Background: an optimization exercise with open tools, aiming at small area, a short achievable clock period and few clock cycles per item. Do not read the settings as production practice.
No run shown here included a check of the RTL's function; only the layout flow was run.
Power is estimated from default activity; no workload was simulated.

File: design/flow/design.v
package dfq_pkg;
    localparam int unsigned DATA_W  = 32;
    localparam int unsigned COUNT_W = 5;
    typedef enum logic [1:0] {
        OP_UNIQUE = 2'd0,
        OP_PLAIN  = 2'd1,
        OP_DEQ    = 2'd2,
        OP_CLEAR  = 2'd3
    } t_opcode;
    typedef enum logic [2:0] {
        ST_ENQUEUED  = 3'd0,
        ST_DUPLICATE = 3'd1,
        ST_FULL      = 3'd2,
        ST_EMPTY     = 3'd3,
        ST_DEQUEUED  = 3'd4,
        ST_CLEARED   = 3'd5
    } t_status;
    typedef enum logic [2:0] {
        S_IDLE,
        S_SCAN,
        S_DEQ,
        S_EXEC,
        S_DONE
    } t_state;
    typedef struct packed {
        t_opcode                    opcode;
        logic signed [DATA_W-1:0]   value_in;
    } t_in_req;
    typedef struct packed {
        t_status                    status;
        logic signed [DATA_W-1:0]   value_out;
        logic [COUNT_W-1:0]         count_out;
    } t_out_req;
endpackage
module dedup_fifo_queue #(
    parameter int unsigned QUEUE_DEPTH = 16
) (
    input  logic               i_clk,
    input  logic               i_rst_n,
    input  logic               i_in_valid,
    output logic               o_in_ready,
    input  logic [1:0]         i_in_opcode,
    input  logic [31:0]        i_in_value,
    output logic               o_out_valid,
    input  logic               i_out_ready,
    output logic [2:0]         o_out_status,
    output logic [31:0]        o_out_value,
    output logic [4:0]         o_out_count
);
    localparam int unsigned D  = 16;
    localparam int unsigned DW = dfq_pkg::DATA_W;
    logic          i_valid;
    logic [1:0]    i_op;
    logic [DW-1:0] i_val;
    logic          r_valid;
    logic [1:0]    r_op;
    logic [DW-1:0] r_val;
    logic [D-1:0]  r_match;   
    logic          r_eqp;     
    logic          r_lenq;    
    logic          p_valid;
    logic [2:0]    p_status;
    logic          o_valid;
    logic [2:0]    o_status;
    logic [DW-1:0] o_value;
    logic [4:0]    o_count;
    logic [DW-1:0] mem [D];
    logic [D-1:0]  vld;
    logic [3:0]    head;
    logic [D-1:0]  tail_oh;   
    logic [4:0]    count;
    logic          empty_r;   
    logic [D-1:0]  rd_sel;    
    logic          ready;
    assign ready      = !p_valid;
    assign o_in_ready = ready;
    logic full, empty, dup, enq_try, enq_ok, deq_ok, is_uniq, is_deq, is_clr;
    assign full    = count[4];
    assign empty   = empty_r;
    assign dup     = (|r_match) || (r_lenq && r_eqp);
    assign is_uniq = (r_op == 2'd0);
    assign is_deq  = (r_op == 2'd2);
    assign is_clr  = (r_op == 2'd3);
    assign enq_try = !r_op[1];
    assign enq_ok  = enq_try && !full && !(is_uniq && dup);
    assign deq_ok  = is_deq && !empty;
    logic [2:0] r_status;
    logic [4:0] r_count;
    always_comb begin
        if (is_clr)                r_status = 3'd5;
        else if (is_deq)           r_status = empty ? 3'd3 : 3'd4;
        else if (is_uniq && dup)   r_status = 3'd1;
        else if (full)             r_status = 3'd2;
        else                       r_status = 3'd0;
        if (is_clr)                r_count = 5'd0;
        else if (enq_ok)           r_count = count + 5'd1;
        else if (deq_ok)           r_count = count - 5'd1;
        else                       r_count = count;
    end
    logic hazard;
    assign hazard = p_valid && (p_status == 3'd4) && (count == 5'd15);
    logic o_can_load, go;
    assign o_can_load = !o_valid || i_out_ready;
    assign go = r_valid && (p_valid ? (o_can_load && !(hazard && enq_try)) : 1'b1);
    logic wr;
    assign wr = enq_try && !full && !hazard;
    always_ff @(posedge i_clk) begin
        for (int i = 0; i < D; i++) begin
            if (wr && tail_oh[i]) mem[i] <= r_val;
        end
    end
    always_ff @(posedge i_clk) begin
        if (!i_rst_n) begin
            vld     <= '0;
            head    <= '0;
            tail_oh <= D'(1);
            count   <= '0;
            empty_r <= 1'b1;
        end else if (go) begin
            count   <= r_count;
            empty_r <= (r_count == 5'd0);
            if (is_clr) begin
                vld     <= '0;
                head    <= '0;
                tail_oh <= D'(1);
            end else begin
                if (enq_ok) begin
                    vld     <= vld | tail_oh;
                    tail_oh <= {tail_oh[D-2:0], tail_oh[D-1]};
                end
                if (deq_ok) begin
                    vld[head] <= 1'b0;
                    head      <= head + 4'd1;
                end
            end
        end
    end
    always_ff @(posedge i_clk) begin
        if (!i_rst_n)   i_valid <= 1'b0;
        else if (ready) i_valid <= i_in_valid;
    end
    always_ff @(posedge i_clk) begin
        if (ready) begin
            i_op  <= i_in_opcode;
            i_val <= i_in_value;
        end
    end
    logic [D-1:0] in_match, keep;
    always_comb begin
        for (int i = 0; i < D; i++) begin
            keep[i]     = vld[i] && !(r_valid && (is_clr || (deq_ok && head == 4'(i))));
            in_match[i] = keep[i] && (mem[i] == i_val);
        end
    end
    always_ff @(posedge i_clk) begin
        if (!i_rst_n)   r_valid <= 1'b0;
        else if (ready) r_valid <= i_valid;
        else if (go)    r_valid <= 1'b0;
    end
    always_ff @(posedge i_clk) begin
        if (ready) begin
            r_op    <= i_op;
            r_val   <= i_val;
            r_match <= in_match;
            r_eqp   <= (i_val == r_val);
            r_lenq  <= r_valid && enq_ok;
        end
    end
    logic p_next;
    always_comb begin
        if (p_valid) p_next = o_can_load ? go : 1'b1;
        else         p_next = r_valid && !o_can_load;
    end
    always_ff @(posedge i_clk) begin
        if (!i_rst_n) p_valid <= 1'b0;
        else          p_valid <= p_next;
    end
    always_ff @(posedge i_clk) begin
        if (!p_valid || o_can_load) p_status <= r_status;
    end
    logic [D-1:0] head_oh, head_oh_inc;
    always_comb begin
        for (int i = 0; i < D; i++) begin
            head_oh[i]     = (head == 4'(i));
            head_oh_inc[i] = (head == 4'(i - 1));
        end
    end
    always_ff @(posedge i_clk) begin
        if (!i_rst_n)                rd_sel <= D'(1);
        else if (p_next)             rd_sel <= go ? head_oh : rd_sel;
        else if (go && is_clr)       rd_sel <= D'(1);
        else if (go && deq_ok)       rd_sel <= head_oh_inc;
        else                         rd_sel <= head_oh;
    end
    logic          rd_en;
    logic [DW-1:0] rd_val;
    assign rd_en = p_valid ? (p_status == 3'd4) : deq_ok;
    always_comb begin
        rd_val = '0;
        for (int i = 0; i < D; i++) rd_val = rd_val | (mem[i] & {DW{rd_sel[i]}});
        rd_val = rd_val & {DW{rd_en}};
    end
    always_ff @(posedge i_clk) begin
        if (!i_rst_n)        o_valid <= 1'b0;
        else if (o_can_load) o_valid <= p_valid || r_valid;
    end
    always_ff @(posedge i_clk) begin
        if (o_can_load) begin
            o_status <= p_valid ? p_status : r_status;
            o_count  <= p_valid ? count : r_count;
            o_value  <= rd_val;
        end
    end
    assign o_out_valid  = o_valid;
    assign o_out_status = o_status;
    assign o_out_value  = o_value;
    assign o_out_count  = o_count;
endmodule
File: design/flow/run.sh
#!/bin/bash
# synth_recipe.tcl (not shown) runs the flow's synth.tcl, then flattens the netlist and writes it again
# the make line also repeats each setting of config.mk as NAME=value (left out here)
make -C /OpenROAD-flow-scripts/flow DESIGN_CONFIG=/design/flow/config.mk WORK_HOME=/design/flow/orfs CLKGATE_MAP_FILE= SYNTH_SCRIPT=/design/flow/synth_recipe.tcl finish
File: design/flow/config.mk
export PLATFORM = sky130hd
export DESIGN_NAME = dedup_fifo_queue
export DESIGN_NICKNAME = dedup_fifo_queue
export VERILOG_FILES = /design/flow/design.v
export SDC_FILE = /design/flow/constraint.sdc
export NUM_CORES = 4
export LEC_CHECK = 0
export ABC_CLOCK_PERIOD_IN_PS = 1500
export CAP_MARGIN = 20
export CORE_MARGIN = 2
export CORE_UTILIZATION = 50
export PLACE_DENSITY = 0.65
export SETUP_SLACK_MARGIN = 3.3
export SLEW_MARGIN = 40
File: design/flow/constraint.sdc
create_clock -name core_clock -period 6.0 [get_ports {i_clk}]
set_input_delay 1.2000 -clock core_clock [delete_from_list [all_inputs] [get_ports {i_clk}]]
set_output_delay 1.2000 -clock core_clock [all_outputs]
set_load 0.01 [all_outputs]
==> impl_metrics.py, run 1 <==
metrics = {
    "synthesis": {
        "synth-seq-cells": 703,
        "yosysTopAreaCellShare_pct": 60.6,
        "yosysSeqAreaShare_pct": 64.5,
        "synthArstFlopShare_pct": 0,
        "syn-num-nets": 2326,
        "synthFlopType": "edfxtp_1",
        "synth_area_um2": 31800,
        "yosys_warnings": 2,
        "synth_edf_count": 641,
        "synth_cell_types": 61,
        "yosys.area.top_type": "edfxtp_1",
        "yosys-top-cells-area": "edfxtp_1, xor2_1, xnor2_1, dfxtp_1, a221oi_1",
        "avgSynthCellArea_um2": 13.9,
        "synth_cells": 2280,
    },
    "power_and_ir_drop": {
        "power.density_nw_per_um2": 300,
        "power_mw": 11.1,
        "ir_drop_uv": 206,
        "leakage_nw": 12.2,
    },
    "sta": {
        "worst_slack_ps": 3200,
        "hold_ws_ps": 418,
        "setup_violations": 0,
        "finalHoldViolCount": 0,
        "max_freq_mhz": 357,
        "worstMarginPinSlew_ps": 986,
        "fin_crit_sh_pct": 46.7,
        "final.setup_skew_ps": 35.4,
        "slew_viol_final": 0,
        "period_minus_slack_ps": 2800,
        "rsz0062_at_grt": "true",
        "setup_tns_ps": 0,
        "slew_headroom_pct": 33.6,
    },
    "critical_path": {
        "r2r_cells": 5,
        "crit_path_max_fanout": 7,
        "cp.required_ps": 6370,
        "r2r-end": "r_match[3]",
        "start_kind": "flip-flop",
        "critical_path_arrival_ps": 3180,
        "cp-endpoint": "r_match[3]",
        "crit_type": "reg2reg",
        "timing.rr.start": "i_val[2]",
        "cp-end-kind": "flip-flop",
        "crit_start": "i_val[2]",
        "reg2reg_slack_ps": 3200,
    },
    "detailed_routing": {
        "initialDrtViolationCount": 4594,
        "routed_via_density": 6.99,
        "dr.pass1.iters": 6,
        "avgRoutedWirePerCell_um": 39.5,
        "wl_um": 130000,
        "drc": 0,
        "vias": 23100,
        "drt.antenna.violating_nets": 0,
    },
    "hold_path": {
        "hold_depth": 0,
        "hold_path_class": "reg2reg",
    },
    "clocking": {
        "worstSkewPairLatency_ps": 660,
        "clock_sinks": 703,
        "clockBufferDepth": 3,
        "h-tree-depth": 3,
        "cts_tree": "built",
        "hold_buffers": 0,
        "numCtsBuffers": 77,
        "clkTransAtPathRegs_ps": 60,
        "root_buffer": "clkbuf_16",
    },
    "floorplan": {
        "core_area_um2": 63000,
        "num_rows": 92,
        "io_pins": 80,
        "die_area_um2": 65600,
        "initial_core_util_pct": 50.5,
        "die_w_um": 256,
        "die_h_um": 256,
    },
    "grt": {
        "antenna_found_initial": 11,
        "grt-ovfl-total": 0,
        "grt_max_degree": 60,
        "grt_pass1_wl_um": 177000,
        "grt_usage_pct": 39.3,
        "first_global_vias": 21500,
    },
    "place": {
        "gp_congestion": 1.10,
        "place_area_um2": 33800,
        "pre_cts_ws_ps": 1810,
        "place.port_buffers": 79,
        "dp_hpwl_um": 85900,
    },
    "status": {
        "outcome": "complete, no violations",
    },
    "layout": {
        "nets": 2432,
        "fill_cells": 5021,
        "area_growth_pct": 15.8,
        "drive_above_1_share_pct": 12.1,
        "design_area_um2": 36800,
    },
    "run": {
        "drv_cap": 0,
    },
}
==> sequential cells by signal (all words and copies together), names as in the netlist, 3 cells and up <==
name,count
tail_oh,16
p_status,3
vld,16
count,5
rd_sel,16
r_match,16
head,4
o_status,3
o_value,32
o_count,5
i_val,32
r_val,32
mem,512
==> worst max-delay path, stage by stage (launching register included) <==
cell and delay [ps]:
edfxtp_1 550, buf_4 260, xor2_1 150, nor4_1 840, nand4_1 190, nor3_1 520
==> worst min-delay path by stage <==
stage / start / endpoint / slack (ps)
after floorplan: i_op[0] / r_op[0] / 400
after global placement: i_op[1] / r_op[1] / 410
after detailed placement: i_op[1] / r_op[1] / 410
after CTS: i_op[1] / r_op[1] / 420
after global routing: i_op[1] / r_op[1] / 440
final: i_op[1] / r_op[1] / 420
==> cells in the final DEF (no fill, tap or decap), types with 52 or more instances in the layout <==
master,count
nor4_1,74
nand3_1,52
a22oi_1,69
edfxtp_1,641
xor2_1,317
xnor2_1,217
buf_4,80
clkbuf_16,79
nand4_1,75
a221oi_1,96
dfxtp_1,57
a22o_1,96
==> power by group <==
| group | total, mW | switching (mW) | internal, mW |
|---|---|---|---|
| Clock | 4.75 | 2.04 | 2.71 |
| Sequential | 5.53 | 0.104 | 5.42 |
| Combinational | 0.776 | 0.528 | 0.248 |
==> per-layer routing <==
metal	part of all wire [%]	global-route usage, %
met1	35	50.9
met2	42	55.1
met3	15	13.7
met4	8.2	27.8
met5	0.062	0
==> metrics by stage <==
stage / util, % / cells
6_report: 58.4 / 3300
4_1_cts: 58.0 / 3282
5_1_grt: 58.4 / 3293
3_3_place_gp: 53.4 / 3118
2_1_floorplan: - / 2280
3_5_place_dp: 53.6 / 3125
==> cell type report <==
cell class	instances	area [um^2]	share of cell area (%)
flip-flops and latches	703	20500	55.7
multi-input cells	1402	11000	29.9
clock buffers	99	2080	5.66
repair buffers	185	1670	4.55
well taps	846	1060	2.88
clock inverters	41	363	0.987
inverters	15	86.3	0.235
diodes	7	17.5	0.0476
repair inverters	2	15.0	0.0408
==> cells in the mapped netlist, types with 51 or more instances <==
library cell / instances
xor2_1: 318
xnor2_1: 227
dfxtp_1: 62
nor4_1: 92
a221oi_1: 96
edfxtp_1: 641
nand3_1: 54
nand4_1: 75
a22oi_1: 70
clkbuf_1: 152
nand2_1: 51
a22o_1: 96
==> cells by family after synthesis <==
kind of cell,share of synthesized area (%)
XOR/XNOR,15.0
multiplexers,0.268
buffers and inverters,2.10
flip-flops,64.5
AND/OR/NAND/NOR,7.46
adder cells (fa/ha/maj),0.315
AO/OA/AOI/OAI,10.3
==> repair_timing <==
item	CTS	global route
gates cloned	3	1
pin swaps	1	2
gates resized for setup	77	28
setup endpoints to repair	552	238
buffers inserted	14	9
==> run 2: changes to the inputs <==
--- a/design/flow/config.mk
+++ b/design/flow/config.mk
@@ -7,3 +7,3 @@
 export LEC_CHECK = 0
-export ABC_CLOCK_PERIOD_IN_PS = 1500
+export ABC_CLOCK_PERIOD_IN_PS = 2700
 export CAP_MARGIN = 20
@@ -11,2 +11,5 @@
 export CORE_UTILIZATION = 50
+export CTS_BUF_LIST = sky130_fd_sc_hd__clkbuf_8
+export CTS_CLUSTER_DIAMETER = 60
+export CTS_CLUSTER_SIZE = 16
 export PLACE_DENSITY = 0.65
==> impl_metrics.py, run 2 <==
metrics = {
    "status": {
        "outcome": "complete, no violations",
    },
    "synthesis": {
        "yosys-top-cells-area": "edfxtp_1, xor2_1, xnor2_1, dfxtp_1, a221oi_1",
        "synth_cells": 2280,
        "synthArstFlopShare_pct": 0,
        "synth_cell_types": 61,
        "synthMostInstantiatedCell": "edfxtp_1",
        "synth-seq-cells": 703,
        "synth_area_um2": 31800,
        "avgSynthCellArea_um2": 13.9,
        "yosys.area.top_type": "edfxtp_1",
        "syn-num-nets": 2326,
        "synthFlopType": "edfxtp_1",
        "synth_edf_count": 641,
        "yosysTopAreaCellShare_pct": 60.6,
        "synthTopCellsByCount": "edfxtp_1, xor2_1, xnor2_1, clkbuf_1",
        "yosys_warnings": 2,
        "yosysSeqAreaShare_pct": 64.5,
    },
    "floorplan": {
        "die_area_um2": 65600,
        "core_area_um2": 63000,
        "die_h_um": 256,
        "num_rows": 92,
        "die_w_um": 256,
        "initial_core_util_pct": 50.5,
        "io_pins": 80,
    },
    "critical_path": {
        "r2r_cells": 5,
        "critical_path_arrival_ps": 3460,
        "crit_type": "reg2reg",
        "cp.depth": 5,
        "crit_path_max_fanout": 12,
        "path_buf_inv": 1,
        "cp_slowest_stage_delay_ps": 910,
        "cp_cell_sequence": "buf_6, xor2_1, nor4_1, nand4_1, nor3_1",
        "cp.required_ps": 6550,
        "path_delay_family": "simple AND/OR/NAND/NOR gates",
        "start_kind": "flip-flop",
        "critPathSlowestCell": "nor4_1",
        "cp-end-kind": "flip-flop",
    },
    "power_and_ir_drop": {
        "ir_drop_uv": 188,
        "power.density_nw_per_um2": 256,
        "leakage_nw": 11.6,
    },
    "detailed_routing": {
        "wl_met3_um": 19400,
        "wl_met2_um": 54500,
        "drc": 0,
        "highest_layer": "met5",
        "initialDrtViolationCount": 4305,
        "avgRoutedWirePerCell_um": 39.7,
        "wl_um": 129000,
        "routed_via_density": 7.03,
        "dr.pass1.iters": 6,
        "vias": 22900,
        "wl_met1_um": 45200,
        "drt.antenna.violating_nets": 0,
    },
    "clocking": {
        "hold_buffers": 0,
        "h-tree-depth": 2,
        "clkTransAtPathRegs_ps": 100,
        "cts_tree": "built",
        "clock_sinks": 703,
        "root_buffer": "clkbuf_8",
        "numCtsBuffers": 56,
        "worstSkewPairLatency_ps": 740,
        "clockBufferDepth": 3,
    },
    "sta": {
        "period_minus_slack_ps": 2910,
        "finalHoldViolCount": 0,
        "setup_violations": 0,
        "final.setup_skew_ps": 33.4,
        "worstMarginPinSlew_ps": 1100,
        "rsz0062_at_grt": "true",
        "slew_headroom_pct": 26.2,
        "hold_ws_ps": 427,
        "max_freq_mhz": 343,
        "fin_crit_sh_pct": 48.5,
        "slew_viol_final": 0,
        "setup_tns_ps": 0,
    },
    "grt": {
        "grt_max_degree": 60,
        "grt_usage_pct": 39.0,
        "grt-ovfl-total": 0,
        "grt_pass1_wl_um": 176000,
        "first_global_vias": 21200,
        "antenna_found_initial": 8,
    },
    "layout": {
        "nets": 2411,
        "utilization_pct": 56.2,
        "regMostFlops": "mem",
        "layout_common_cells": "edfxtp_1, xor2_1, xnor2_1, a22o_1, a221oi_1",
        "largest_reg_flops": 512,
        "area_growth_pct": 11.4,
        "drive_above_1_share_pct": 11.4,
        "layout_commonest_cell": "edfxtp_1",
    },
    "hold_path": {
        "hold_depth": 0,
        "hold_path_class": "reg2reg",
    },
    "place": {
        "dp_hpwl_um": 85900,
        "place.port_buffers": 79,
        "gp_congestion": 1.10,
    },
    "run": {
        "drv_cap": 0,
    },
}
-- run 2: cell counts after synthesis --
Identical to the previous run, type by type.
-- run 2: power by group --
group / internal [mW] / total, mW / switching (mW)
logic: 0.246 / 0.770 / 0.523
registers: 5.42 / 5.52 / 0.105
clock network: 1.05 / 2.78 / 1.72
total: 6.71 / 9.07 / 2.35
-- run 2: final cells by class --
| cell class | count | area (um^2) |
|---|---|---|
| Antenna cell | 4 | 10.0 |
| Inverter | 15 | 86.3 |
| Tap cell | 846 | 1060 |
| Sequential cell | 703 | 20500 |
| Timing Repair inverter | 2 | 15.0 |
| Fill cell | 5146 | 27600 |
| Clock buffer | 61 | 840 |
| Timing Repair Buffer | 185 | 1640 |
| Clock inverter | 34 | 256 |
| Multi-Input combinational cell | 1402 | 11000 |
-- run 2: cells by family after synthesis --
| logic type | after synthesis | synth area share, % |
|---|---|---|
| fa+ha+maj | 8 | 0.315 |
| xor+xnor | 545 | 15.0 |
| flops | 703 | 64.5 |
| buf+inv | 176 | 2.10 |
| mux | 8 | 0.268 |
| compound gates | 419 | 10.3 |
| simple gates | 421 | 7.46 |
-- run 2: final timing paths --
| path | startpoint | endpoint | slack [ps] |
|---|---|---|---|
| setup / recovery | i_val[19] | r_match[4] | 3090 |
| hold / removal | i_op[1] | r_op[1] | 430 |
| setup reg to reg | i_val[19] | r_match[4] | 3090 |
| hold reg to reg | i_op[1] | r_op[1] | 430 |
-- run 2: layer usage --
layer,global-route usage [%],vias to the layer above
li1,-,8934
met2,56.7,2145
met3,12.5,423
met4,22.2,8
met5,0,-
met1,51.6,11400
-- run 2: repair_timing --
action / in CTS / in global routing
setup buffers: 14 / 10
resized for setup: 79 / 27
pin swaps: 0 / 4
hold endpoints to repair: 0 / 0
cloned: 2 / 1
setup endpoints to repair: 556 / 267
-- run 2: through the flow --
step	instance area [um^2]	setup slack, ps	instances	total power [mW]
5_1_grt	35400	3280	3249	9.23
6_report	35400	3090	3252	9.07
4_1_cts	35100	3200	3236	8.99
3_5_place_dp	33800	1810	3125	6.34
2_1_floorplan	31800	3170	2280	5.96
3_3_place_gp	33600	1490	3118	6.33
-- run 2: worst reg2reg max path, cell delays in order (launching register included) --
cell and delay [ps]:
edfxtp_1 600, buf_6 260, xor2_1 200, nor4_1 920, nand4_1 450, nor3_1 320
==> run 3: changes to the inputs <==
--- a/design/flow/config.mk
+++ b/design/flow/config.mk
@@ -11,5 +11,5 @@
 export CORE_UTILIZATION = 50
-export CTS_BUF_LIST = sky130_fd_sc_hd__clkbuf_8
-export CTS_CLUSTER_DIAMETER = 60
-export CTS_CLUSTER_SIZE = 16
+export CTS_BUF_LIST = sky130_fd_sc_hd__clkbuf_16
+export CTS_CLUSTER_DIAMETER = 80
+export CTS_CLUSTER_SIZE = 24
 export PLACE_DENSITY = 0.65
==> impl_metrics.py, run 3 <==
metrics = {
    "synthesis": {
        "synth_top_family_by_area": "XOR/XNOR gates",
        "synthArstFlopShare_pct": 0,
        "synthTopCellsByCount": "edfxtp_1, xor2_1, xnor2_1, clkbuf_1",
        "synthXorXnorAreaFrac_pct": 15.0,
        "synth_compound_gate_area_share_pct": 10.3,
        "yosys-top-cells-area": "edfxtp_1, xor2_1, xnor2_1, dfxtp_1, a221oi_1",
        "synthFlopType": "edfxtp_1",
        "yosys.area.top_type": "edfxtp_1",
        "yosys_warnings": 2,
        "synth-simple-area-share_pct": 7.46,
        "synth_cells": 2280,
        "yosysTopAreaCellShare_pct": 60.6,
        "yosysSeqAreaShare_pct": 64.5,
        "synth-seq-cells": 703,
        "synth.mux.area_fraction_pct": 0.268,
        "synth_edf_count": 641,
        "synth_fa_ha_area_share_pct": 0.315,
        "synth_cell_types": 61,
        "synth_area_um2": 31800,
        "avgSynthCellArea_um2": 13.9,
        "syn-num-nets": 2326,
        "synthMostInstantiatedCell": "edfxtp_1",
    },
    "critical_path": {
        "r2r_cells": 5,
        "cp_slowest_stage_delay_ps": 880,
        "timing.rr.start": "i_val[19]",
        "critPathSlowestCell": "nor4_1",
        "crit_path_max_fanout": 12,
        "start_kind": "flip-flop",
        "reg2reg_slack_ps": 3200,
        "r2r-end": "r_match[4]",
        "cp-end-kind": "flip-flop",
        "cp.required_ps": 6440,
        "critical_path_arrival_ps": 3240,
        "crit_type": "reg2reg",
        "cp_cell_sequence": "buf_6, xor2_1, nor4_1, nand4_1, nor3_1",
    },
    "floorplan": {
        "die_area_um2": 65600,
        "die_h_um": 256,
        "num_rows": 92,
        "io_pins": 80,
        "die_w_um": 256,
        "core_area_um2": 63000,
        "initial_core_util_pct": 50.5,
    },
    "sta": {
        "fin_crit_sh_pct": 46.6,
        "slew_viol_final": 0,
        "setup_violations": 0,
        "setup_tns_ps": 0,
        "final.setup_skew_ps": 41.8,
        "worstMarginPinSlew_ps": 1030,
        "slew_headroom_pct": 30.6,
        "period_minus_slack_ps": 2800,
        "finalHoldViolCount": 0,
        "max_freq_mhz": 358,
        "rsz0062_at_grt": "true",
    },
    "grt": {
        "grt_pass1_wl_um": 176000,
        "first_global_vias": 21200,
        "grt_usage_pct": 38.9,
        "antenna_found_initial": 13,
        "grt-ovfl-total": 0,
        "grt_max_degree": 60,
    },
    "layout": {
        "largest_reg_flops": 512,
        "area_growth_pct": 12.2,
        "layout_common_cells": "edfxtp_1, xor2_1, xnor2_1, a22o_1, a221oi_1",
        "layout_commonest_cell": "edfxtp_1",
        "fill_cells": 5131,
        "nets": 2396,
        "drive_above_1_share_pct": 10.7,
        "fin_cells": 3221,
        "regMostFlops": "mem",
    },
    "place": {
        "dpl.cell_count": 3125,
        "dp_hpwl_um": 85900,
        "place.port_buffers": 79,
        "gp_congestion": 1.10,
    },
    "hold_path": {
        "hold_path_end": "r_op[1]",
        "hold_start": "i_op[1]",
        "hold_depth": 0,
        "hold_path_class": "reg2reg",
    },
    "detailed_routing": {
        "dr.pass1.iters": 6,
        "avgRoutedWirePerCell_um": 40.0,
        "initialDrtViolationCount": 4321,
        "wl_um": 129000,
        "drc": 0,
        "drt.antenna.violating_nets": 0,
        "routed_via_density": 7.05,
        "vias": 22700,
    },
    "power_and_ir_drop": {
        "leakage_nw": 11.7,
        "ir_drop_uv": 194,
        "power.density_nw_per_um2": 261,
    },
    "clocking": {
        "cts_tree": "built",
        "h-tree-depth": 2,
        "numCtsBuffers": 39,
        "hold_buffers": 0,
        "root_buffer": "clkbuf_16",
        "clkTransAtPathRegs_ps": 100,
        "clock_sinks": 703,
        "clockBufferDepth": 3,
        "worstSkewPairLatency_ps": 620,
    },
    "status": {
        "outcome": "complete, no violations",
    },
    "run": {
        "drv_cap": 0,
    },
}
-- run 3: metrics by stage --
stage	hold WS, ps	util [%]	power (mW)	worst slack (ps)	cell area [um^2]
4_1_cts	428	56.1	9.25	3300	35300
2_1_floorplan	400	-	5.96	3170	31800
3_3_place_gp	407	53.4	6.33	1490	33600
6_report	427	56.6	9.30	3200	35600
5_1_grt	446	56.6	9.47	3250	35600
3_5_place_dp	406	53.6	6.34	1810	33800
-- run 3: worst max-delay path, delay by kind of cell, from the launching register on --
kind,cells,cell delay [ps]
XOR/XNOR,1,190
flip-flops,1,600
buffers and inverters,1,260
AND/OR/NAND/NOR,3,1580
-- run 3: routing by layer --
metal  wire, um  part of all wire, %  track usage, %
met4      10500                  8.2            25.4
met2      54100                   42            55.5
met5         93                0.072               0
met3      19000                   15            13.4
met1      45000                   35            50.5
-- run 3: worst max-delay path by stage --
| stage | startpoint | to | slack [ps] | depth (start not counted) |
|---|---|---|---|---|
| after global placement | i_out_ready | tail_oh[8] | 1490 | 8 |
| final | i_val[19] | r_match[4] | 3200 | 5 |
| after floorplan | i_out_ready | rd_sel[11] | 3170 | 6 |
| after global routing | i_val[25] | r_match[1] | 3250 | 6 |
| after detailed placement | i_out_ready | tail_oh[6] | 1810 | 8 |
| after CTS | o_value[28] | o_out_value[28] | 3300 | 1 |
-- run 3: logic make-up after synthesis --
kind of cell,after synthesis
xor+xnor,545
mux,8
flops,703
compound gates,419
buf+inv,176
fa+ha+maj,8
simple gates,421
-- run 3: what timing repair did --
action                     in CTS  in global routing
buffers inserted               17                  9
cloned                          4                  0
setup endpoints to repair     525                367
pin swaps                       1                  5
gates resized for setup        48                 43
-- run 3: area by class of cell --
| cell class | count | area [um^2] | area share (%) |
|---|---|---|---|
| diodes | 3 | 7.51 | 0.0211 |
| clock buffers | 41 | 1030 | 2.88 |
| clock inverters | 22 | 179 | 0.502 |
| inverters | 15 | 86.3 | 0.242 |
| multi-input cells | 1402 | 11000 | 30.9 |
| flip-flops and latches | 703 | 20500 | 57.5 |
| well taps | 846 | 1060 | 2.97 |
| repair buffers | 187 | 1750 | 4.90 |
| repair inverters | 2 | 15.0 | 0.0421 |
-- run 3: report_power, final --
group	total, mW	internal [mW]	switching [mW]
combinational	0.787	0.258	0.530
sequential	5.52	5.42	0.104
clock	2.99	1.29	1.71
==> run 4: changes to the inputs <==
--- a/design/flow/design.v
+++ b/design/flow/design.v
@@ -54,2 +54,4 @@
     logic [DW-1:0] i_val;
+    logic [D-1:0]  i_pm;      
+    logic          i_lacc;    
     logic          r_valid;
@@ -57,3 +59,3 @@
     logic [DW-1:0] r_val;
-    logic [D-1:0]  r_match;   
+    logic          r_dupm;    
     logic          r_eqp;     
@@ -79,3 +81,3 @@
     assign empty   = empty_r;
-    assign dup     = (|r_match) || (r_lenq && r_eqp);
+    assign dup     = r_dupm || (r_lenq && r_eqp);
     assign is_uniq = (r_op == 2'd0);
@@ -141,2 +143,14 @@
     end
+    localparam int unsigned LO = 8;   
+    logic [D-1:0] in_pm;
+    logic         in_eqw;
+    assign in_eqw = (i_in_value[DW-1:LO] == r_val[DW-1:LO]);
+    always_comb begin
+        for (int i = 0; i < D; i++)
+            in_pm[i] = (wr && tail_oh[i]) ? in_eqw : (mem[i][DW-1:LO] == i_in_value[DW-1:LO]);
+    end
+    always_ff @(posedge i_clk) begin
+        if (!i_rst_n || ready) i_lacc <= 1'b0;
+        else if (go)           i_lacc <= enq_ok;
+    end
     always_ff @(posedge i_clk) begin
@@ -145,2 +159,3 @@
             i_val <= i_in_value;
+            i_pm  <= in_pm;
         end
@@ -151,3 +166,4 @@
             keep[i]     = vld[i] && !(r_valid && (is_clr || (deq_ok && head == 4'(i))));
-            in_match[i] = keep[i] && (mem[i] == i_val);
+            in_match[i] = keep[i] && i_pm[i] && (mem[i][LO-1:0] == i_val[LO-1:0])
+                          && !(i_lacc && tail_oh[(i + 1) % D]);
         end
@@ -163,5 +179,5 @@
             r_val   <= i_val;
-            r_match <= in_match;
+            r_dupm  <= |in_match;
             r_eqp   <= (i_val == r_val);
-            r_lenq  <= r_valid && enq_ok;
+            r_lenq  <= r_valid ? enq_ok : i_lacc;
         end
--- a/design/flow/config.mk
+++ b/design/flow/config.mk
@@ -11,5 +11,2 @@
 export CORE_UTILIZATION = 50
-export CTS_BUF_LIST = sky130_fd_sc_hd__clkbuf_16
-export CTS_CLUSTER_DIAMETER = 80
-export CTS_CLUSTER_SIZE = 24
 export PLACE_DENSITY = 0.65
==> impl_metrics.py, run 4 <==
metrics = {
    "status": {
        "outcome": "complete, no violations",
    },
    "critical_path": {
        "cp-end-kind": "flip-flop",
        "crit_start": "i_in_value[30]",
        "start_kind": "primary input",
        "timing.rr.start": "i_val[2]",
        "cp.required_ps": 6460,
        "crit_type": "in2reg",
        "crit_path_max_fanout": 10,
        "critical_path_arrival_ps": 3240,
    },
    "sta": {
        "fin_crit_sh_pct": 46.3,
        "slew_viol_final": 0,
        "worst_slack_ps": 3220,
        "worstMarginPinSlew_ps": 954,
        "setup_violations": 0,
        "slew_headroom_pct": 35.8,
        "period_minus_slack_ps": 2780,
        "max_freq_mhz": 360,
        "setup_tns_ps": 0,
        "finalHoldViolCount": 0,
        "rsz0062_at_grt": "true",
        "final.setup_skew_ps": 23.1,
    },
    "detailed_routing": {
        "drt.antenna.violating_nets": 0,
        "avgRoutedWirePerCell_um": 38.9,
        "vias": 23600,
        "routed_via_density": 6.96,
        "dr.pass1.iters": 6,
        "wl_met2_um": 54400,
        "drc": 0,
        "wl_met1_um": 50300,
        "wl_met3_um": 20300,
        "wl_um": 132000,
        "initialDrtViolationCount": 4785,
        "highest_layer": "met5",
    },
    "place": {
        "dp_hpwl_um": 86500,
        "place.port_buffers": 79,
        "gp_congestion": 1.05,
        "pre_cts_ws_ps": 1900,
    },
    "synthesis": {
        "yosys-top-cells-area": "edfxtp_1, xnor2_1, xor2_1, dfxtp_1, a221oi_1",
        "yosys_warnings": 2,
        "avgSynthCellArea_um2": 13.7,
        "synth_top_family_by_area": "XOR/XNOR gates",
        "synth-simple-area-share_pct": 6.87,
        "synth_cell_types": 59,
        "yosysTopAreaCellShare_pct": 59.7,
        "synth.mux.area_fraction_pct": 0.267,
        "synthTopCellsByCount": "edfxtp_1, xnor2_1, xor2_1, clkbuf_1, a221oi_1",
        "synthArstFlopShare_pct": 0,
        "synth_compound_gate_area_share_pct": 11.1,
        "syn-num-nets": 2398,
        "synthFlopType": "edfxtp_1",
        "yosysSeqAreaShare_pct": 63.6,
        "synth_fa_ha_area_share_pct": 0.271,
        "synthMostInstantiatedCell": "edfxtp_1",
        "synth_area_um2": 32300,
        "synth_cells": 2353,
        "synth_edf_count": 642,
        "synthXorXnorAreaFrac_pct": 15.5,
        "yosys.area.top_type": "edfxtp_1",
        "synth-seq-cells": 705,
    },
    "power_and_ir_drop": {
        "ir_drop_uv": 235,
        "leakage_nw": 12.3,
        "combinationalPowerShare_pct": 6.6,
        "p_int_mw": 8.20,
        "pwr-share-seq_pct": 51.3,
        "p_sw_share_pct": 23.8,
        "p_switching_mw": 2.56,
        "power.density_nw_per_um2": 284,
        "clock_power_share_pct": 42.1,
    },
    "floorplan": {
        "die_area_um2": 66700,
        "die_h_um": 258,
        "die_w_um": 258,
        "core_area_um2": 64100,
        "initial_core_util_pct": 50.4,
        "num_rows": 93,
        "io_pins": 80,
    },
    "layout": {
        "largest_reg_flops": 512,
        "area_growth_pct": 17.1,
        "drive_above_1_share_pct": 14.4,
        "layout_common_cells": "edfxtp_1, xnor2_1, xor2_1, a221oi_1, nand4_1",
        "nets": 2521,
        "regMostFlops": "mem",
        "layout_commonest_cell": "edfxtp_1",
    },
    "clocking": {
        "root_buffer": "clkbuf_16",
        "clock_sinks": 705,
        "hold_buffers": 0,
        "h-tree-depth": 3,
        "numCtsBuffers": 77,
        "worstSkewPairLatency_ps": 640,
        "cts_tree": "built",
        "clockBufferDepth": 3,
        "clkTransAtPathRegs_ps": 60,
    },
    "hold_path": {
        "hold_path_class": "reg2reg",
        "hold_start": "i_op[0]",
    },
    "grt": {
        "grt-ovfl-total": 0,
        "grt_usage_pct": 38.7,
        "antenna_found_initial": 9,
        "grt_max_degree": 47,
        "grt_pass1_wl_um": 178000,
        "first_global_vias": 21700,
    },
    "run": {
        "drv_cap": 0,
    },
}
==> run 4: changes by cell type in the layout (fill, tap and decap cells not counted), moves of 24 or more <==
cell / delta
clkbuf_16: +41
a21oi_1: +25
nand4_1: +25
xor2_1: -82
xnor2_1: +94
nor4_1: -24
==> run 4: stage by stage <==
| stage | instance area [um^2] | util [%] | hold slack, ps | cells | power [mW] |
|---|---|---|---|---|---|
| after floorplan | 32300 | - | 400 | 2353 | 5.93 |
| after global placement | 34100 | 53.2 | 407 | 3196 | 6.24 |
| after detailed placement | 34200 | 53.3 | 406 | 3202 | 6.24 |
| after CTS | 37100 | 57.8 | 419 | 3356 | 10.7 |
| after global routing | 37800 | 59.0 | 437 | 3387 | 11.0 |
| final | 37800 | 59.0 | 417 | 3389 | 10.8 |
==> run 4: worst paths after layout <==
check / depth (start not counted) / slack, ps / end
worst max-delay path: 8 / 3220 / i_pm[12]
worst min-delay path: 0 / 420 / r_op[0]
worst max register to register: 6 / 3240 / r_dupm
worst min register to register: 0 / 420 / r_op[0]
==> run 4: layout make-up <==
type                    count  area (um^2)
fillers                  5039        26300
flip-flops and latches    705        20600
multi-input cells        1455        11500
repair buffers            207         2100
clock buffers              91         2050
well taps                 855         1070
clock inverters            44          279
inverters                  29          198
repair inverters            1         8.76
diodes                      2         5.00
==> run 4: what timing repair did <==
item,CTS,global route
gates cloned,1,3
pin swaps,6,18
resized for setup,132,98
setup endpoints to repair,516,378
buffers inserted,18,28
==> run 4: metal layers <==
layer  track usage [%]  vias to the layer above
met5                 0                        -
met4              14.7                       14
met3              11.8                      371
met2              55.0                     2104
met1              55.8                    11800
li1                  -                     9317
==> run 4: power by group through the flow <==
stage / combinational [mW] / sequential [mW] / clock [mW]
after global placement: 0.624 / 5.62 / 0
final: 0.714 / 5.52 / 4.53
after CTS: 0.646 / 5.51 / 4.53
after floorplan: 0.344 / 5.58 / 0
after detailed placement: 0.627 / 5.62 / 0
after global routing: 0.726 / 5.52 / 4.71
==> run 4: worst max-delay path, stage by stage <==
cell and delay [ps]:
clkdlybuf4s15_2 320, buf_4 270, xnor2_1 330, nand4_1 350
nor4_2 380, buf_4 200, nand4_1 70, o21ai_0 110
==> run 4: cells by family (layout without fill, tap and decap cells) <==
logic type	after synthesis	count (layout)
flip-flops	705	705
XOR/XNOR	570	570
AO/OA/AOI/OAI	474	474
AND/OR/NAND/NOR	396	396
buffers and inverters	193	372
multiplexers	8	8
adder cells (fa/ha/maj)	7	7
other	0	2
==> run 5: changes to the inputs <==
--- a/design/flow/config.mk
+++ b/design/flow/config.mk
@@ -12,3 +12,3 @@
 export PLACE_DENSITY = 0.65
-export SETUP_SLACK_MARGIN = 3.3
+export SETUP_SLACK_MARGIN = 3.8
 export SLEW_MARGIN = 40
==> impl_metrics.py, run 5 <==
metrics = {
    "status": {
        "outcome": "complete, no violations",
    },
    "grt": {
        "grt_usage_pct": 41.6,
        "grt-ovfl-total": 0,
        "first_global_vias": 23000,
        "antenna_found_initial": 9,
        "grt_pass1_wl_um": 190000,
        "grt_max_degree": 47,
    },
    "hold_path": {
        "hold_path_class": "reg2reg",
        "hold_start": "i_op[1]",
        "hold_depth": 0,
        "hold_path_end": "r_op[1]",
    },
    "clocking": {
        "clock_sinks": 705,
        "h-tree-depth": 3,
        "numCtsBuffers": 76,
        "root_buffer": "clkbuf_16",
        "cts_tree": "built",
        "clkTransAtPathRegs_ps": 60,
        "hold_buffers": 0,
        "worstSkewPairLatency_ps": 630,
        "clockBufferDepth": 3,
    },
    "synthesis": {
        "synthTopCellsByCount": "edfxtp_1, xnor2_1, xor2_1, clkbuf_1, a221oi_1",
        "synthMostInstantiatedCell": "edfxtp_1",
        "yosys.area.top_type": "edfxtp_1",
        "yosysTopAreaCellShare_pct": 59.7,
        "synth_edf_count": 642,
        "synth-seq-cells": 705,
        "yosys_warnings": 2,
        "synth_area_um2": 32300,
        "synthArstFlopShare_pct": 0,
        "syn-num-nets": 2398,
        "avgSynthCellArea_um2": 13.7,
        "synth_cells": 2353,
        "synth_cell_types": 59,
        "yosysSeqAreaShare_pct": 63.6,
        "yosys-top-cells-area": "edfxtp_1, xnor2_1, xor2_1, dfxtp_1, a221oi_1",
        "synthFlopType": "edfxtp_1",
    },
    "place": {
        "dpl.cell_count": 3192,
        "dp_hpwl_um": 81600,
        "pre_cts_ws_ps": 1910,
        "gp_congestion": 1.04,
        "place.port_buffers": 79,
    },
    "run": {
        "drv_cap": 0,
    },
    "critical_path": {
        "start_kind": "flip-flop",
        "reg2reg_slack_ps": 3630,
        "r2r-end": "mem[9][7]",
        "crit_type": "reg2out",
        "crit_path_max_fanout": 1,
        "cp-end-kind": "primary output",
        "timing.rr.start": "count[1]",
        "cp.required_ps": 4800,
        "cp_slowest_stage_delay_ps": 450,
        "r2r_cells": 12,
        "path_delay_family": "flip-flops",
        "critPathSlowestCell": "edfxtp_1",
        "cp_cell_sequence": "buf_2",
        "critical_path_arrival_ps": 1240,
        "path_buf_inv": 1,
    },
    "detailed_routing": {
        "vias": 25500,
        "dr.pass1.iters": 8,
        "routed_via_density": 7.11,
        "wl_um": 145000,
        "initialDrtViolationCount": 5259,
        "drt.antenna.violating_nets": 0,
        "drc": 0,
        "avgRoutedWirePerCell_um": 40.5,
    },
    "layout": {
        "fin_cells": 3585,
        "nets": 2719,
        "area_growth_pct": 31.8,
        "layout_commonest_cell": "edfxtp_1",
        "drive_above_1_share_pct": 29.0,
        "regMostFlops": "mem",
        "layout_common_cells": "edfxtp_1, xnor2_1, xor2_1, buf_4, a221oi_1",
        "largest_reg_flops": 512,
    },
    "sta": {
        "period_minus_slack_ps": 2440,
        "finalHoldViolCount": 0,
        "max_freq_mhz": 410,
        "setup_violations": 0,
        "rsz0062_at_grt": "true",
        "final.setup_skew_ps": 25.6,
        "worst_slack_ps": 3560,
        "setup_tns_ps": 0,
        "worstMarginPinSlew_ps": 890,
        "fin_crit_sh_pct": 40.7,
        "slew_headroom_pct": 40.7,
        "slew_viol_final": 0,
    },
    "power_and_ir_drop": {
        "leakage_nw": 14.3,
        "power.density_nw_per_um2": 257,
        "ir_drop_uv": 199,
    },
    "floorplan": {
        "io_pins": 80,
        "die_w_um": 258,
        "core_area_um2": 64100,
        "num_rows": 93,
        "initial_core_util_pct": 50.4,
        "die_area_um2": 66700,
        "die_h_um": 258,
    },
}
-- run 5: cell types whose count changed in the layout (fill, tap and decap cells not counted), sizes merged, moves of 3 or more --
cell / delta
dlygate4sd2: -23
dlymetal6s2s: -10
clkdlybuf4s50: -18
clkinvlp: +8
clkbuf: +19
clkinv: -12
clkdlybuf4s15: -8
buf: +244
bufbuf: +3
inv: -8
-- run 5: cell families (layout without fill, tap and decap cells) --
logic type,after synthesis,in the layout,synth area share [%]
flops,705,705,63.6
xor+xnor,570,570,15.5
compound gates,474,474,11.1
simple gates,396,397,6.87
buf+inv,193,566,2.47
mux,8,8,0.267
fa+ha+maj,7,7,0.271
other cells,0,3,0
-- run 5: layer usage --
| metal | part of all wire, % | wire (um) | track usage [%] | vias up |
|---|---|---|---|---|
| li1 | - | - | - | 9746 |
| met1 | 35 | 50300 | 55.4 | 12600 |
| met2 | 40 | 58600 | 58.0 | 2537 |
| met3 | 17 | 24900 | 16.7 | 621 |
| met4 | 7.8 | 11300 | 22.8 | 12 |
| met5 | 0.095 | 138 | 0.783 | - |
-- run 5: layout make-up --
cell class	instances	area, um^2
clock buffer	100	2090
timing repair inverter	1	8.76
sequential	705	20600
fill	4376	21500
multi-input combinational	1456	13200
timing repair buffer	405	5210
antenna	3	7.51
inverter	29	190
clock inverter	31	225
tap	855	1070
-- run 5: through the flow --
step	instance area, um^2	total power, mW	hold slack, ps	util (%)
2_1_floorplan	32900	5.96	400	-
3_3_place_gp	34200	6.24	408	53.4
3_5_place_dp	34300	6.24	406	53.4
4_1_cts	40700	10.8	420	63.5
5_1_grt	42600	11.1	438	66.4
6_report	42600	10.9	421	66.4
-- run 5: power breakdown --
| part | internal, mW | switching [mW] | leakage, nW |
|---|---|---|---|
| sequential | 5.42 | 0.0717 | 6.61 |
| combinational | 0.369 | 0.565 | 6.52 |
| clock | 2.57 | 1.96 | 1.14 |
-- run 5: worst max path at each step --
stage                               from              end  slack (ps)  cells after the start
after global routing             p_valid       o_in_ready        3550                      2
after detailed placement   i_in_value[9]          i_pm[8]        1910                      7
after floorplan              i_out_ready      tail_oh[10]        3280                      9
after global placement    i_in_value[20]         i_pm[10]        1760                      6
final                        o_value[11]  o_out_value[11]        3560                      1
after CTS                        p_valid       o_in_ready        3540                      2
-- run 5: timing repair --
item / 4_1_cts / 5_1_grt
gates resized for setup: 665 / 169
setup endpoints to repair: 692 / 608
setup buffers: 136 / 69
gates cloned: 39 / 15
pin swaps: 54 / 52
==> run 6: changes to the inputs <==
==> design/flow/flow/run.sh (new file) <==
#!/bin/bash
# The standard layout, with two changes to how it is made: the port buffers
# are buf_4 cells instead of the delay cell buffer_ports picks by default,
# and timing repair may resize a cell to any footprint. ORFS writes each
# step's log under orfs/logs; make's own output goes to standard.log.
set -euo pipefail
bash standard.sh "BUFFER_PORTS_ARGS=-buffer_cell sky130_fd_sc_hd__buf_4" \
    MATCH_CELL_FOOTPRINT=0 finish > standard.log 2>&1
==> design/flow/standard.sh (new file) <==
#!/bin/bash
# synth_recipe.tcl (not shown) runs the flow's synth.tcl, then flattens the netlist and writes it again
# the make line also repeats each setting of config.mk as NAME=value (left out here)
make -C /OpenROAD-flow-scripts/flow DESIGN_CONFIG=/design/flow/config.mk WORK_HOME=/design/flow/orfs CLKGATE_MAP_FILE= SYNTH_SCRIPT=/design/flow/synth_recipe.tcl "${@:-finish}"
removed: design/flow/run.sh
==> impl_metrics.py, run 6 <==
metrics = {
    "synthesis": {
        "synth_area_um2": 32300,
        "syn-num-nets": 2398,
        "synth_edf_count": 642,
        "synth_fa_ha_area_share_pct": 0.271,
        "yosysTopAreaCellShare_pct": 59.7,
        "synth.mux.area_fraction_pct": 0.267,
        "avgSynthCellArea_um2": 13.7,
        "yosys.area.top_type": "edfxtp_1",
        "synth_compound_gate_area_share_pct": 11.1,
        "synthArstFlopShare_pct": 0,
        "synth_top_family_by_area": "XOR/XNOR gates",
        "synthFlopType": "edfxtp_1",
        "synth-seq-cells": 705,
        "synthTopCellsByCount": "edfxtp_1, xnor2_1, xor2_1, clkbuf_1, a221oi_1",
        "yosysSeqAreaShare_pct": 63.6,
        "synth_cell_types": 59,
        "synthMostInstantiatedCell": "edfxtp_1",
        "yosys-top-cells-area": "edfxtp_1, xnor2_1, xor2_1, dfxtp_1, a221oi_1",
        "synth_cells": 2353,
        "yosys_warnings": 2,
        "synthXorXnorAreaFrac_pct": 15.5,
        "synth-simple-area-share_pct": 6.87,
    },
    "detailed_routing": {
        "wl_um": 140000,
        "routed_via_density": 7.09,
        "dr.pass1.iters": 6,
        "drt.antenna.violating_nets": 0,
        "initialDrtViolationCount": 5218,
        "drc": 0,
        "avgRoutedWirePerCell_um": 39.7,
        "vias": 25000,
    },
    "layout": {
        "nets": 2657,
        "fill_cells": 4621,
        "layout_common_cells": "edfxtp_1, xnor2_1, xor2_1, buf_4, a221oi_1",
        "drive_above_1_share_pct": 25.0,
        "layout_commonest_cell": "edfxtp_1",
        "largest_reg_flops": 512,
        "area_growth_pct": 26.7,
        "regMostFlops": "mem",
    },
    "sta": {
        "max_freq_mhz": 390,
        "slew_headroom_pct": 32.0,
        "slew_viol_final": 0,
        "finalHoldViolCount": 0,
        "fin_crit_sh_pct": 42.7,
        "rsz0062_at_grt": "true",
        "period_minus_slack_ps": 2560,
        "final.setup_skew_ps": 25.8,
        "setup_violations": 0,
        "setup_tns_ps": 0,
        "worst_slack_ps": 3440,
        "worstMarginPinSlew_ps": 1020,
    },
    "critical_path": {
        "crit_type": "in2reg",
        "timing.rr.start": "r_op[1]",
        "cp-end-kind": "flip-flop",
        "cp.required_ps": 6470,
        "r2r-end": "mem[5][8]",
        "critical_path_arrival_ps": 3040,
        "reg2reg_slack_ps": 3560,
        "r2r_cells": 10,
        "start_kind": "primary input",
        "crit_path_max_fanout": 18,
    },
    "floorplan": {
        "initial_core_util_pct": 50.4,
        "die_w_um": 258,
        "num_rows": 93,
        "core_area_um2": 64100,
        "die_area_um2": 66700,
        "die_h_um": 258,
        "io_pins": 80,
    },
    "power_and_ir_drop": {
        "ir_drop_uv": 273,
        "leakage_nw": 13.5,
        "power.density_nw_per_um2": 268,
    },
    "run": {
        "drv_cap": 0,
    },
    "grt": {
        "grt_pass1_wl_um": 183000,
        "antenna_found_initial": 2,
        "grt_usage_pct": 39.6,
        "grt-ovfl-total": 0,
        "grt_max_degree": 47,
        "first_global_vias": 22600,
    },
    "clocking": {
        "clockBufferDepth": 3,
        "numCtsBuffers": 77,
        "h-tree-depth": 3,
        "root_buffer": "clkbuf_16",
        "clock_sinks": 705,
        "worstSkewPairLatency_ps": 640,
        "clkTransAtPathRegs_ps": 60,
        "hold_buffers": 0,
        "cts_tree": "built",
    },
    "hold_path": {
        "hold_path_end": "r_op[0]",
        "hold_path_class": "reg2reg",
        "hold_start": "i_op[0]",
        "hold_depth": 0,
    },
    "place": {
        "place.port_buffers": 79,
        "dp_hpwl_um": 86800,
        "gp_congestion": 1.05,
        "pre_cts_ws_ps": 2680,
    },
    "status": {
        "outcome": "complete, no violations",
    },
}
run 6: cell count changes in the layout (fill, tap and decap cells not counted), moves of 10 or more:
cell,change
buf_2,-44
o21ai_1,+11
o21ai_2,-11
buf_12,-17
xnor2_4,-32
buf_4,-10
clkbuf_16,+17
clkdlybuf4s50_1,-12
xnor2_1,+46
buf_6,+38
buf_16,-24
xnor2_2,-14
run 6: power by group:
| group | total [mW] | switching, mW | internal, mW |
|---|---|---|---|
| clock network | 4.63 | 2.02 | 2.61 |
| registers | 5.48 | 0.0665 | 5.41 |
| logic | 0.850 | 0.536 | 0.314 |
run 6: final cells by class:
class                           instances  area [um^2]  share of cell area [%]
Sequential cell                       705        20600                    50.3
Multi-Input combinational cell       1456        12200                    29.9
Timing Repair Buffer                  343         4460                    10.9
Clock buffer                           96         2060                    5.03
Tap cell                              855         1070                    2.61
Clock inverter                         41          334                   0.816
Inverter                               29          184                   0.449
Antenna cell                            3         7.51                  0.0183
run 6: repair_timing:
item,CTS,global route
buffers inserted,80,80
resized for setup,188,177
setup endpoints to repair,699,499
pin swaps,14,20
gates cloned,16,18
run 6: cell families after synthesis:
logic type,count (synthesis)
buffers and inverters,193
AO/OA/AOI/OAI,474
AND/OR/NAND/NOR,396
multiplexers,8
adder cells (fa/ha/maj),7
XOR/XNOR,570
flip-flops,705
run 6: per-stage QoR:
stage                     instances  instance area, um^2  total power [mW]  utilization [%]  hold slack (ps)
after floorplan                2353                32700              5.95                -              400
after global placement         3167                33800              6.22             52.7              408
after detailed placement       3194                34500              6.23             53.8              417
after CTS                      3427                38900              10.8             60.7              430
after global routing           3525                40900              11.2             63.8              440
final                          3528                40900              11.0             63.8              424
run 6: worst max path at each step:
stage,cells after the start,to,startpoint
after floorplan,9,tail_oh[10],i_out_ready
after global placement,5,mem[15][20],p_status[1]
after detailed placement,6,i_pm[12],i_in_value[12]
after CTS,3,o_in_ready,p_valid
after global routing,3,o_in_ready,p_valid
final,5,i_pm[8],i_in_value[21]
run 6: worst max-delay path: stages:
cell     delay (ps)
buf_6           220
xor2_1          320
nor4_2          900
nand4_1         220
o21ai_1         170
run 6: layer usage:
| metal | vias to the layer above | track usage, % | wire, um |
|---|---|---|---|
| li1 | 9628 | - | - |
| met1 | 12300 | 55.3 | 50300 |
| met2 | 2517 | 55.2 | 56600 |
| met3 | 541 | 13.9 | 23900 |
| met4 | 2 | 18.7 | 9400 |
| met5 | - | 0.356 | 7 |
==> run 7: changes to the inputs <==
--- a/design/flow/design.v
+++ b/design/flow/design.v
@@ -76,4 +76,5 @@
     logic          ready;
+    logic          ready_q;   
     assign ready      = !p_valid;
-    assign o_in_ready = ready;
+    assign o_in_ready = ready_q;
     logic full, empty, dup, enq_try, enq_ok, deq_ok, is_uniq, is_deq, is_clr;
@@ -194,2 +195,6 @@
     always_ff @(posedge i_clk) begin
+        if (!i_rst_n) ready_q <= 1'b1;
+        else          ready_q <= !p_next;
+    end
+    always_ff @(posedge i_clk) begin
         if (!p_valid || o_can_load) p_status <= r_status;
--- a/design/flow/config.mk
+++ b/design/flow/config.mk
@@ -11,2 +11,5 @@
 export CORE_UTILIZATION = 50
+export CTS_BUF_LIST = sky130_fd_sc_hd__clkbuf_16
+export CTS_CLUSTER_DIAMETER = 80
+export CTS_CLUSTER_SIZE = 24
 export PLACE_DENSITY = 0.65
==> impl_metrics.py, run 7 <==
metrics = {
    "clocking": {
        "numCtsBuffers": 39,
        "cts_tree": "built",
        "h-tree-depth": 2,
        "root_buffer": "clkbuf_16",
        "clockBufferDepth": 3,
        "clkTransAtPathRegs_ps": 90,
        "hold_buffers": 0,
        "worstSkewPairLatency_ps": 650,
        "clock_sinks": 706,
    },
    "detailed_routing": {
        "wl_um": 138000,
        "vias": 24400,
        "initialDrtViolationCount": 5346,
        "dr.pass1.iters": 12,
        "routed_via_density": 7.06,
        "drc": 0,
        "drt.antenna.violating_nets": 0,
        "avgRoutedWirePerCell_um": 40.1,
    },
    "layout": {
        "regMostFlops": "mem",
        "area_growth_pct": 24.7,
        "multi_input_area_um2": 12500,
        "layout_common_cells": "edfxtp_1, xnor2_1, xor2_1, buf_4, nand4_1",
        "fill_cells": 4704,
        "nets": 2615,
        "drive_above_1_share_pct": 24.5,
        "ff_latch_area_um2": 20600,
        "layout_commonest_cell": "edfxtp_1",
        "largest_reg_flops": 512,
    },
    "synthesis": {
        "yosys_warnings": 2,
        "synth_cell_types": 62,
        "syn-num-nets": 2379,
        "synthTopCellsByCount": "edfxtp_1, xnor2_1, xor2_1, nand4_1, a22o_1",
        "synthArstFlopShare_pct": 0,
        "synth_area_um2": 32300,
        "synthFlopType": "edfxtp_1",
        "yosysSeqAreaShare_pct": 63.6,
        "yosys.area.top_type": "edfxtp_1",
        "synthMostInstantiatedCell": "edfxtp_1",
        "synth_cells": 2334,
        "yosysTopAreaCellShare_pct": 59.6,
        "yosys-top-cells-area": "edfxtp_1, xnor2_1, xor2_1, dfxtp_1, a22o_1",
        "synth-seq-cells": 706,
        "synth_edf_count": 642,
        "avgSynthCellArea_um2": 13.9,
    },
    "place": {
        "dp_hpwl_um": 81300,
        "gp_congestion": 1.05,
        "place.port_buffers": 79,
    },
    "sta": {
        "final.setup_skew_ps": 54.1,
        "period_minus_slack_ps": 2540,
        "hold_ws_ps": 428,
        "slew_headroom_pct": 36.0,
        "rsz0062_at_grt": "true",
        "setup_tns_ps": 0,
        "setup_violations": 0,
        "finalHoldViolCount": 0,
        "fin_crit_sh_pct": 42.4,
        "max_freq_mhz": 393,
        "slew_viol_final": 0,
        "worstMarginPinSlew_ps": 956,
    },
    "grt": {
        "grtUsageMet2_pct": 55.6,
        "antenna_found_initial": 8,
        "use_met1_pct": 52.7,
        "grt_pass1_wl_um": 184000,
        "grt-ovfl-total": 0,
        "grt_max_degree": 54,
        "first_global_vias": 22300,
        "met3_usage_pct": 18.8,
        "grt-busiest-layer": "met2",
        "grt_usage_pct": 40.3,
    },
    "critical_path": {
        "critical_path_arrival_ps": 2970,
        "start_kind": "primary input",
        "cp_slowest_stage_delay_ps": 700,
        "critPathSlowestCell": "nor4_1",
        "crit_path_max_fanout": 11,
        "cp_cell_sequence": "buf_16, buf_12, buf_4, xor2_1, nor4_1, nand4_1, o21ai_2",
        "crit_type": "in2reg",
        "cp.required_ps": 6420,
        "cp-end-kind": "flip-flop",
    },
    "floorplan": {
        "core_area_um2": 64200,
        "die_w_um": 258,
        "die_h_um": 258,
        "initial_core_util_pct": 50.3,
        "die_area_um2": 66700,
        "io_pins": 80,
        "num_rows": 93,
    },
    "power_and_ir_drop": {
        "power.density_nw_per_um2": 237,
        "p_switching_mw": 2.39,
        "pwr-share-seq_pct": 57.7,
        "ir_drop_uv": 200,
        "leakage_nw": 13.2,
        "p_sw_share_pct": 25.0,
        "clock_power_share_pct": 32.3,
        "combinationalPowerShare_pct": 10.0,
        "p_int_mw": 7.17,
    },
    "run": {
        "drv_cap": 0,
    },
    "status": {
        "outcome": "complete, no violations",
    },
    "hold_path": {
        "hold_path_class": "reg2reg",
    },
}
## run 7: cell count changes after synthesis, sizes merged, moves of 13 or more
cell | previous run | this run
buf | 45 | 79
clkbuf | 119 | 88
xnor2 | 338 | 367
xor2 | 232 | 204
a21oi | 58 | 40
a221oi | 113 | 97
nand2 | 71 | 56
a22oi | 81 | 95
nand3 | 36 | 23
## run 7: worst paths after layout
kind	slack, ps	cells after the start	end	startpoint
setup / recovery	3460	7	i_pm[3]	i_in_value[20]
hold reg to reg	430	0	r_op[0]	i_op[0]
setup reg to reg	3590	6	i_pm[3]	r_val[23]
hold / removal	430	0	r_op[0]	i_op[0]
## run 7: final cells by class
class | count | area share, %
tap | 855 | 2.65
timing repair buffer | 355 | 11.5
multi-input combinational | 1437 | 31.1
clock buffer | 41 | 2.54
clock inverter | 21 | 0.521
timing repair inverter | 2 | 0.0559
antenna | 3 | 0.0186
inverter | 29 | 0.546
sequential | 706 | 51.1
## run 7: through the flow
step	setup slack, ps	area (um^2)	utilization, %	power, mW	cells
finish	3460	40300	62.8	9.56	3449
global route	3440	40300	62.8	9.72	3447
CTS	3560	38500	60.0	9.38	3356
detailed placement	2220	33900	52.8	6.30	3150
global placement	2340	33800	52.5	6.29	3143
floorplan	3400	32700	-	6.01	2334
## run 7: logic make-up (layout without fill, tap and decap cells)
group | count (synthesis) | count (layout) | synth area share, %
adder cells (fa/ha/maj) | 7 | 7 | 0.271
XOR/XNOR | 571 | 571 | 15.5
AND/OR/NAND/NOR | 385 | 388 | 6.83
flip-flops | 706 | 706 | 63.6
AO/OA/AOI/OAI | 463 | 465 | 11.0
multiplexers | 6 | 6 | 0.193
buffers and inverters | 196 | 448 | 2.62
other | 0 | 3 | 0
## run 7: critical path, delay by kind of cell
| kind | cells | cell delay (ps) |
|---|---|---|
| AOI/OAI and AO/OA | 1 | 200 |
| xor gates and xnor gates | 1 | 190 |
| buffers and inverters | 3 | 430 |
| and+or+nand+nor | 2 | 930 |
## run 7: what timing repair did
item | 4_1_cts | 5_1_grt
setup buffers | 96 | 81
cloned | 48 | 9
setup endpoints to repair | 715 | 601
resized for setup | 288 | 153
pin swaps | 26 | 31
endpoints found under the hold margin | 0 | 0
## run 7: metal layers
metal,wire [um],vias to the layer above
li1,-,9489
met1,48400,12000
met2,55800,2351
met3,23500,550
met4,10500,8
met5,137,-
## run 7: power by group through the flow
stage | registers, mW | clock network (mW) | logic [mW]
2_1_floorplan | 5.61 | 0 | 0.396
3_3_place_gp | 5.65 | 0 | 0.635
3_5_place_dp | 5.65 | 0 | 0.652
4_1_cts | 5.53 | 3.07 | 0.783
5_1_grt | 5.52 | 3.24 | 0.961
6_report | 5.52 | 3.09 | 0.952

## port drivers added, routing unchanged
The flow's constraints put no driver on any port. The routed layouts listed below were extracted and timed again, unchanged, in two steps.
Step 1: set_driving_cell puts a clkbuf_16 on i_clk and a buf_2 on each other input, an assumption about the parent block.
Step 2 adds t to the input delays and takes it off the output delays; t is the mean of the earliest and latest rising clock arrival at the registers after step 1. Input paths then give back, and output paths get back, about the clock's delay inside the block.
a / b / c = ideal / step 1 / step 2; a / b = the first two.
| run | t (ns) | slack for setup (ns) | clock arrival spread, ns | slew at the worst register clock pin (ns) |
|---|---|---|---|---|
| run 1 | 0.714 | 3.198 / 3.198 / 2.660 | 0.037 / 0.037 | 0.07 / 0.07 |
| run 2 | 0.788 | 3.088 / 3.088 / 2.667 | 0.035 / 0.035 | 0.12 / 0.12 |
| run 3 | 0.669 | 3.203 / 3.203 / 2.920 | 0.042 / 0.042 | 0.10 / 0.10 |
| run 4 | 0.692 | 3.220 / 3.235 / 2.565 | 0.025 / 0.024 | 0.06 / 0.06 |
| run 5 | 0.686 | 3.559 / 3.490 / 2.965 | 0.028 / 0.028 | 0.07 / 0.07 |
| run 6 | 0.691 | 3.438 / 3.371 / 2.775 | 0.026 / 0.027 | 0.07 / 0.07 |
| run 7 | 0.689 | 3.457 / 3.467 / 2.779 | 0.057 / 0.057 | 0.11 / 0.11 |
After both steps every run listed still meets setup and hold. For run 7, which loses most, drivers alone change the setup slack by +0.010 ns; drivers and shift together by -0.678 ns.
